What follows belongs to an exercise in optimizing a design on an open flow for small area, a short achievable clock period and few clock cycles per item; a production flow would make more cautious choices.
Only simulation tests tie the RTL to the original design; equivalence was not proved.

## job 2339
==> flow/design.v (excerpt) <==
module aes_key_expand #(
  parameter int KEY_BITS = 256
) (
  input  logic                clk,
  input  logic                rst,
  input  logic                start,
  input  logic [KEY_BITS-1:0] key_in,
  output logic                busy,
  output logic [127:0]        rk_out,
  output logic [3:0]          rk_idx,
  output logic                rk_valid,
  input  logic                rk_ready,
  output logic                done
);
Size: roughly 260 flip-flops, roughly 0.016 sq mm of cells after synthesis.
Settings: LEC_CHECK=0, CAP_MARGIN=20, CORE_MARGIN=2, CORE_UTILIZATION=60, SLEW_MARGIN=20, SYNTH_HIERARCHICAL=1, SYNTH_MINIMUM_KEEP_SIZE=0; clock period 22.0 ns.
standard.sh (not shown) runs the stock make flow with config.mk's settings and CLKGATE_MAP_FILE= SYNTH_SCRIPT=/design/flow/synth_recipe.tcl, a recipe that flattens the netlist after the stock synthesis.
==> flow/flow/run.sh <==
#!/bin/bash
# Standard ORFS layout (the standard.sh), with these changes:
#  - synthesis is the standard flow's own script, but ABC maps with flow/abc.script (area-oriented),
#    and the S-box module with flow/abc_sbox.script (amap);
#  - ports are buffered with the small sky130_fd_sc_hd__buf_1 instead of the default pick;
#  - clock tree synthesis clusters up to 24 sinks per leaf buffer and inserts no dummy loads;
#  - timing repair aims for a slack margin that leaves TARGET_NS (flow/target.txt) of the
#    clock period, so the layout is sized for a shorter period than the constraint asks.
# Each step's full log is in orfs/logs/; the make output is in synth.log and layout.log here.
set -euo pipefail
here=$(pwd)
export FLOW_WORK=$here
export MY_ABC_SCRIPT=$here/flow/abc.script
export MY_ABC_SCRIPT_SBOX=$here/flow/abc_sbox.script
target=$(cat flow/target.txt)
extra=()
if [[ "$target" != "none" ]]; then
  margin=$(python3 -c "print(round($FLOW_PERIOD_NS - $target, 3))")
  extra+=("SETUP_SLACK_MARGIN=$margin")
fi
bash standard.sh "SYNTH_SCRIPT=$here/flow/my_synth.tcl" synth > "$here/synth.log" 2>&1
bash standard.sh "CTS_ARGS=-sink_clustering_enable -repair_clock_nets -dont_use_dummy_load -sink_clustering_size 24 -sink_clustering_max_diameter 80" "BUFFER_PORTS_ARGS=-buffer_cell sky130_fd_sc_hd__buf_1" "${extra[@]}" finish > "$here/layout.log" 2>&1
==> flow/flow/abc.script <==
strash
map -a
==> flow/flow/abc_sbox.script <==
strash
dc2
dch -f
amap
==> flow/flow/my_synth.tcl <==
# The standard synthesis script (synth_recipe.tcl, in the work folder), with one change:
# ABC maps the S-box module aes_ks_sbox with MY_ABC_SCRIPT_SBOX and every other module with
# MY_ABC_SCRIPT, instead of ORFS's script.
proc abc {args} {
  set i [lsearch -exact $args -script]
  if {$i < 0} { yosys abc {*}$args; return }
  set a1 $args; lset a1 [expr {$i + 1}] $::env(MY_ABC_SCRIPT)
  set a2 $args; lset a2 [expr {$i + 1}] $::env(MY_ABC_SCRIPT_SBOX)
  yosys abc {*}$a2 aes_ks_sbox
  yosys abc {*}$a1 * aes_ks_sbox %d
}
source $::env(FLOW_WORK)/synth_recipe.tcl
==> flow/flow/target.txt <==
5.7
Testbench counts of job 2339, summed over its fixed seeds: cycles 3,072, round keys 2,880.
Inputs modified between job 2339 and job 646:
==> flow/flow/run.sh <==
#!/bin/bash
# Standard ORFS layout (the standard.sh), with these changes:
#  - synthesis is the standard flow's own script, but ABC maps with flow/abc.script (area-oriented);
#  - ports are buffered with the small sky130_fd_sc_hd__buf_1 instead of the default pick;
#  - clock tree synthesis clusters up to 16 sinks per clkbuf_8 leaf buffer and inserts no dummy loads;
#  - timing repair aims for a slack margin that leaves TARGET_NS (flow/target.txt) of the
#    clock period, so the layout is sized for a shorter period than the constraint asks.
# Each step's full log is in orfs/logs/; the make output is in synth.log and layout.log here.
set -euo pipefail
here=$(pwd)
export FLOW_WORK=$here
export MY_ABC_SCRIPT=$here/flow/abc.script
target=$(cat flow/target.txt)
extra=()
if [[ "$target" != "none" ]]; then
  margin=$(python3 -c "print(round($FLOW_PERIOD_NS - $target, 3))")
  extra+=("SETUP_SLACK_MARGIN=$margin")
fi
bash standard.sh "SYNTH_SCRIPT=$here/flow/my_synth.tcl" synth > "$here/synth.log" 2>&1
bash standard.sh "CTS_ARGS=-sink_clustering_enable -repair_clock_nets -dont_use_dummy_load -sink_clustering_size 16 -sink_clustering_max_diameter 60 -buf_list sky130_fd_sc_hd__clkbuf_8 -root_buf sky130_fd_sc_hd__clkbuf_16" "BUFFER_PORTS_ARGS=-buffer_cell sky130_fd_sc_hd__buf_1" "${extra[@]}" finish > "$here/layout.log" 2>&1
==> flow/flow/my_synth.tcl <==
# The standard synthesis script (synth_recipe.tcl, in the work folder), with one change:
# every ABC mapping call uses the script named by MY_ABC_SCRIPT instead of ORFS's.
proc abc {args} {
  set i [lsearch -exact $args -script]
  if {$i >= 0} { lset args [expr {$i + 1}] $::env(MY_ABC_SCRIPT) }
  yosys abc {*}$args
}
source $::env(FLOW_WORK)/synth_recipe.tcl
removed: flow/flow/abc_sbox.script
## What came out
Relative to job 2339, count of instances resized after the clock tree is built has decreased by 102 in job 646.
Changes observed in job 646 relative to job 2339: number of clock buffers in the layout increased 14, adder and majority cell fraction of the synthesized area did not really move.
Highest fanout seen on the critical path for job 646: 37 up relative to job 2339
Compared with job 2339, job 646 shows a higher worst setup slack.
A worst setup path startpoint of idx[2] is what job 2339 shows, while rk_ready belongs to job 646.
Sort job 646 and job 2339 by final routed wirelength across all metal layers, descending, and job 2339 comes first.
In job 646, fraction of layout instances using a drive strength above 1 is lower than in job 2339.
Job 646 ended with less starting utilization of the core area than job 2339.
Input changes introduced in job 5634 (baseline for comparison: job 646):
==> flow/flow/run.sh <==
#!/bin/bash
# Standard ORFS layout (the standard.sh), with these changes:
#  - synthesis is the standard flow's own script, but ABC maps with flow/abc.script (area-oriented);
#  - ports are buffered with the small sky130_fd_sc_hd__buf_1 instead of the default pick;
#  - clock tree synthesis clusters up to 24 sinks per leaf buffer and inserts no dummy loads;
#  - timing repair aims for a slack margin that leaves TARGET_NS (flow/target.txt) of the
#    clock period, so the layout is sized for a shorter period than the constraint asks.
# Each step's full log is in orfs/logs/; the make output is in synth.log and layout.log here.
set -euo pipefail
here=$(pwd)
export FLOW_WORK=$here
export MY_ABC_SCRIPT=$here/flow/abc.script
target=$(cat flow/target.txt)
extra=()
if [[ "$target" != "none" ]]; then
  margin=$(python3 -c "print(round($FLOW_PERIOD_NS - $target, 3))")
  extra+=("SETUP_SLACK_MARGIN=$margin")
fi
bash standard.sh "SYNTH_SCRIPT=$here/flow/my_synth.tcl" synth > "$here/synth.log" 2>&1
bash standard.sh "CTS_ARGS=-sink_clustering_enable -repair_clock_nets -dont_use_dummy_load -sink_clustering_size 24 -sink_clustering_max_diameter 80" "BUFFER_PORTS_ARGS=-buffer_cell sky130_fd_sc_hd__buf_1" "${extra[@]}" finish > "$here/layout.log" 2>&1
==> flow/flow/target.txt <==
5.4
Findings:
Job 5634 reports a higher met1 routed wirelength after detailed routing than job 646 does.
Re total number of sequential cells: no difference whatsoever between job 646 and job 5634.
Per the comparison of job 5634 with job 646, met3 demand-to-capacity share in global routing about even; count of placed standard cells in the final layout, fillers left out rose 3.1%; fraction of the cycle the final worst path needs fell 0.94 points; critical path depth fell 6.
The proportion of layout cells with a drive suffix above 1 of job 5634 is higher than that of job 646.
Relative to job 646, job 5634 improves worst hold slack.
[compare] base=job 646 new=job 5634: endpoint arrival time on the critical path lost 5.03 ns, number of clock buffer instances in the layout went down by 14.
The run showing the smaller number of gates given a new drive strength after cts is job 646.

---

aes_key_expand again, from the RTL that the note above started with.
export LEC_CHECK = 0
export CAP_MARGIN = 20
export CORE_MARGIN = 2
export CORE_UTILIZATION = 50
export SLEW_MARGIN = 20
export SYNTH_HIERARCHICAL = 1
export SYNTH_MINIMUM_KEEP_SIZE = 0
create_clock -name core_clock -period 22.0 [get_ports {clk}]
==> flow/flow/run.sh <==
#!/bin/bash
# Standard ORFS layout (the standard.sh), with these changes:
#  - synthesis is the standard flow's own script, but ABC maps with flow/abc.script (area-oriented);
#  - ports are buffered with the small sky130_fd_sc_hd__buf_1 instead of the default pick;
#  - clock tree synthesis clusters up to 24 sinks per leaf buffer and inserts no dummy loads;
#  - timing repair aims for a slack margin that leaves TARGET_NS (flow/target.txt) of the
#    clock period, so the layout is sized for a shorter period than the constraint asks.
# Each step's full log is in orfs/logs/; the make output is in synth.log and layout.log here.
set -euo pipefail
here=$(pwd)
export FLOW_WORK=$here
export MY_ABC_SCRIPT=$here/flow/abc.script
target=$(cat flow/target.txt)
extra=()
if [[ "$target" != "none" ]]; then
  margin=$(python3 -c "print(round($FLOW_PERIOD_NS - $target, 3))")
  extra+=("SETUP_SLACK_MARGIN=$margin")
fi
bash standard.sh "SYNTH_SCRIPT=$here/flow/my_synth.tcl" synth > "$here/synth.log" 2>&1
bash standard.sh "CTS_ARGS=-sink_clustering_enable -repair_clock_nets -dont_use_dummy_load -sink_clustering_size 24 -sink_clustering_max_diameter 80" "BUFFER_PORTS_ARGS=-buffer_cell sky130_fd_sc_hd__buf_1" "${extra[@]}" finish > "$here/layout.log" 2>&1
==> flow/flow/abc.script <==
strash
dc2
dch -f
amap
==> flow/flow/my_synth.tcl <==
# The standard synthesis script (synth_recipe.tcl, in the work folder), with one change:
# every ABC mapping call uses the script named by MY_ABC_SCRIPT instead of ORFS's.
proc abc {args} {
  set i [lsearch -exact $args -script]
  if {$i >= 0} { lset args [expr {$i + 1}] $::env(MY_ABC_SCRIPT) }
  yosys abc {*}$args
}
source $::env(FLOW_WORK)/synth_recipe.tcl
==> flow/flow/target.txt <==
5.7
Testbench counts at the start, summed over its fixed seeds: cycles 3,072, round keys 2,880.
==> next run, changes <==
==> flow/flow/abc.script (replaced) <==
strash
map -a
Settings changed: CORE_UTILIZATION 50 to 70.
What happened: The new run completed without violations. Hold slack barely changes. Area after synthesis increases by 5.0%. Setup slack is better by 0.021 ns. Final cell count decreases by 12%. Clock-buffer cell count decreases by 2. Die area decreases by 24%. First-iteration DRC count decreases by 32%.
==> next run, changes <==
==> flow/flow/abc.script (replaced) <==
strash
dc2
dch -f
map -a
Settings changed: CORE_UTILIZATION 70 to 60.
The changed run finished clean.
Setup slack gains 0.021 ns.
Core utilization goes down by 11 points.
Via count rose by 3.0%.
==> next run, changes <==
--- a/flow/flow/run.sh
+++ b/flow/flow/run.sh
@@ -3,5 +3,5 @@
 #  - synthesis is the standard flow's own script, but ABC maps with flow/abc.script (area-oriented);
 #  - ports are buffered with the small sky130_fd_sc_hd__buf_1 instead of the default pick;
-#  - clock tree synthesis clusters up to 24 sinks per leaf buffer and inserts no dummy loads;
+#  - clock tree synthesis inserts no dummy loads;
 #  - timing repair aims for a slack margin that leaves TARGET_NS (flow/target.txt) of the
 #    clock period, so the layout is sized for a shorter period than the constraint asks.
@@ -18,3 +18,3 @@
 fi
 bash standard.sh "SYNTH_SCRIPT=$here/flow/my_synth.tcl" synth > "$here/synth.log" 2>&1
-bash standard.sh "CTS_ARGS=-sink_clustering_enable -repair_clock_nets -dont_use_dummy_load -sink_clustering_size 24 -sink_clustering_max_diameter 80" "BUFFER_PORTS_ARGS=-buffer_cell sky130_fd_sc_hd__buf_1" "${extra[@]}" finish > "$here/layout.log" 2>&1
+bash standard.sh "CTS_ARGS=-sink_clustering_enable -repair_clock_nets -dont_use_dummy_load" "BUFFER_PORTS_ARGS=-buffer_cell sky130_fd_sc_hd__buf_1" "${extra[@]}" finish > "$here/layout.log" 2>&1
==> flow/flow/abc.script (replaced) <==
strash
map -a
The changed run completed with no timing, DRC or antenna violations.
Count of clock-buffer cells in the layout rises by 15.
Area after synthesis rises slightly.
Flip-flop and latch count stays the same.
Via count falls by a few percent.
Global-route usage falls by 0.99 points.
Die area rises slightly.
Routed wire length falls by a few percent.
Synthesized cell count falls by a few percent.

## static timing again, ports no longer ideal
Ports are ideal in the flow. The routed layouts listed here were re-timed in OpenROAD. Step 1 sets driving cells, clkbuf_16 on the clock port and buf_2 on the other inputs (assumed; they add their load-dependent delay and slew). Step 2 adds t to the input delays and takes it off the output delays; t is the mean of the earliest and latest rising clock arrival at the registers after step 1. Input paths then give back, and output paths get back, about the clock's delay inside the block. Slacks: no drivers / after step 1 / after step 2; pairs: no drivers / after step 1.
| run | shift t [ns] | setup WS [ns] | clock arrival spread, ns | worst data-port slew with drivers (ns) | cell pins on the clock port's net |
|---|---|---|---|---|---|
| job 2339 | 0.543 | 16.348 / 16.296 / 15.860 | 0.033 / 0.032 | 0.10 | 1 |
| job 646 | 0.546 | 16.364 / 16.339 / 15.847 | 0.075 / 0.075 | 0.07 | 1 |
| job 5634 | 0.528 | 16.572 / 16.517 / 16.169 | 0.030 / 0.030 | 0.08 | 1 |
| the first run of note 2 | 0.557 | 16.370 / 16.315 / 15.939 | 0.072 / 0.072 | 0.07 | 1 |
| the second run of note 2 | 0.536 | 16.391 / 16.336 / 15.960 | 0.024 / 0.023 | 0.07 | 1 |
| the third run of note 2 | 0.545 | 16.412 / 16.389 / 15.895 | 0.034 / 0.034 | 0.08 | 1 |
| the fourth run of note 2 | 0.590 | 16.361 / 16.307 / 15.844 | 0.029 / 0.028 | 0.07 | 1 |
After both steps setup and hold are still met in every run listed.
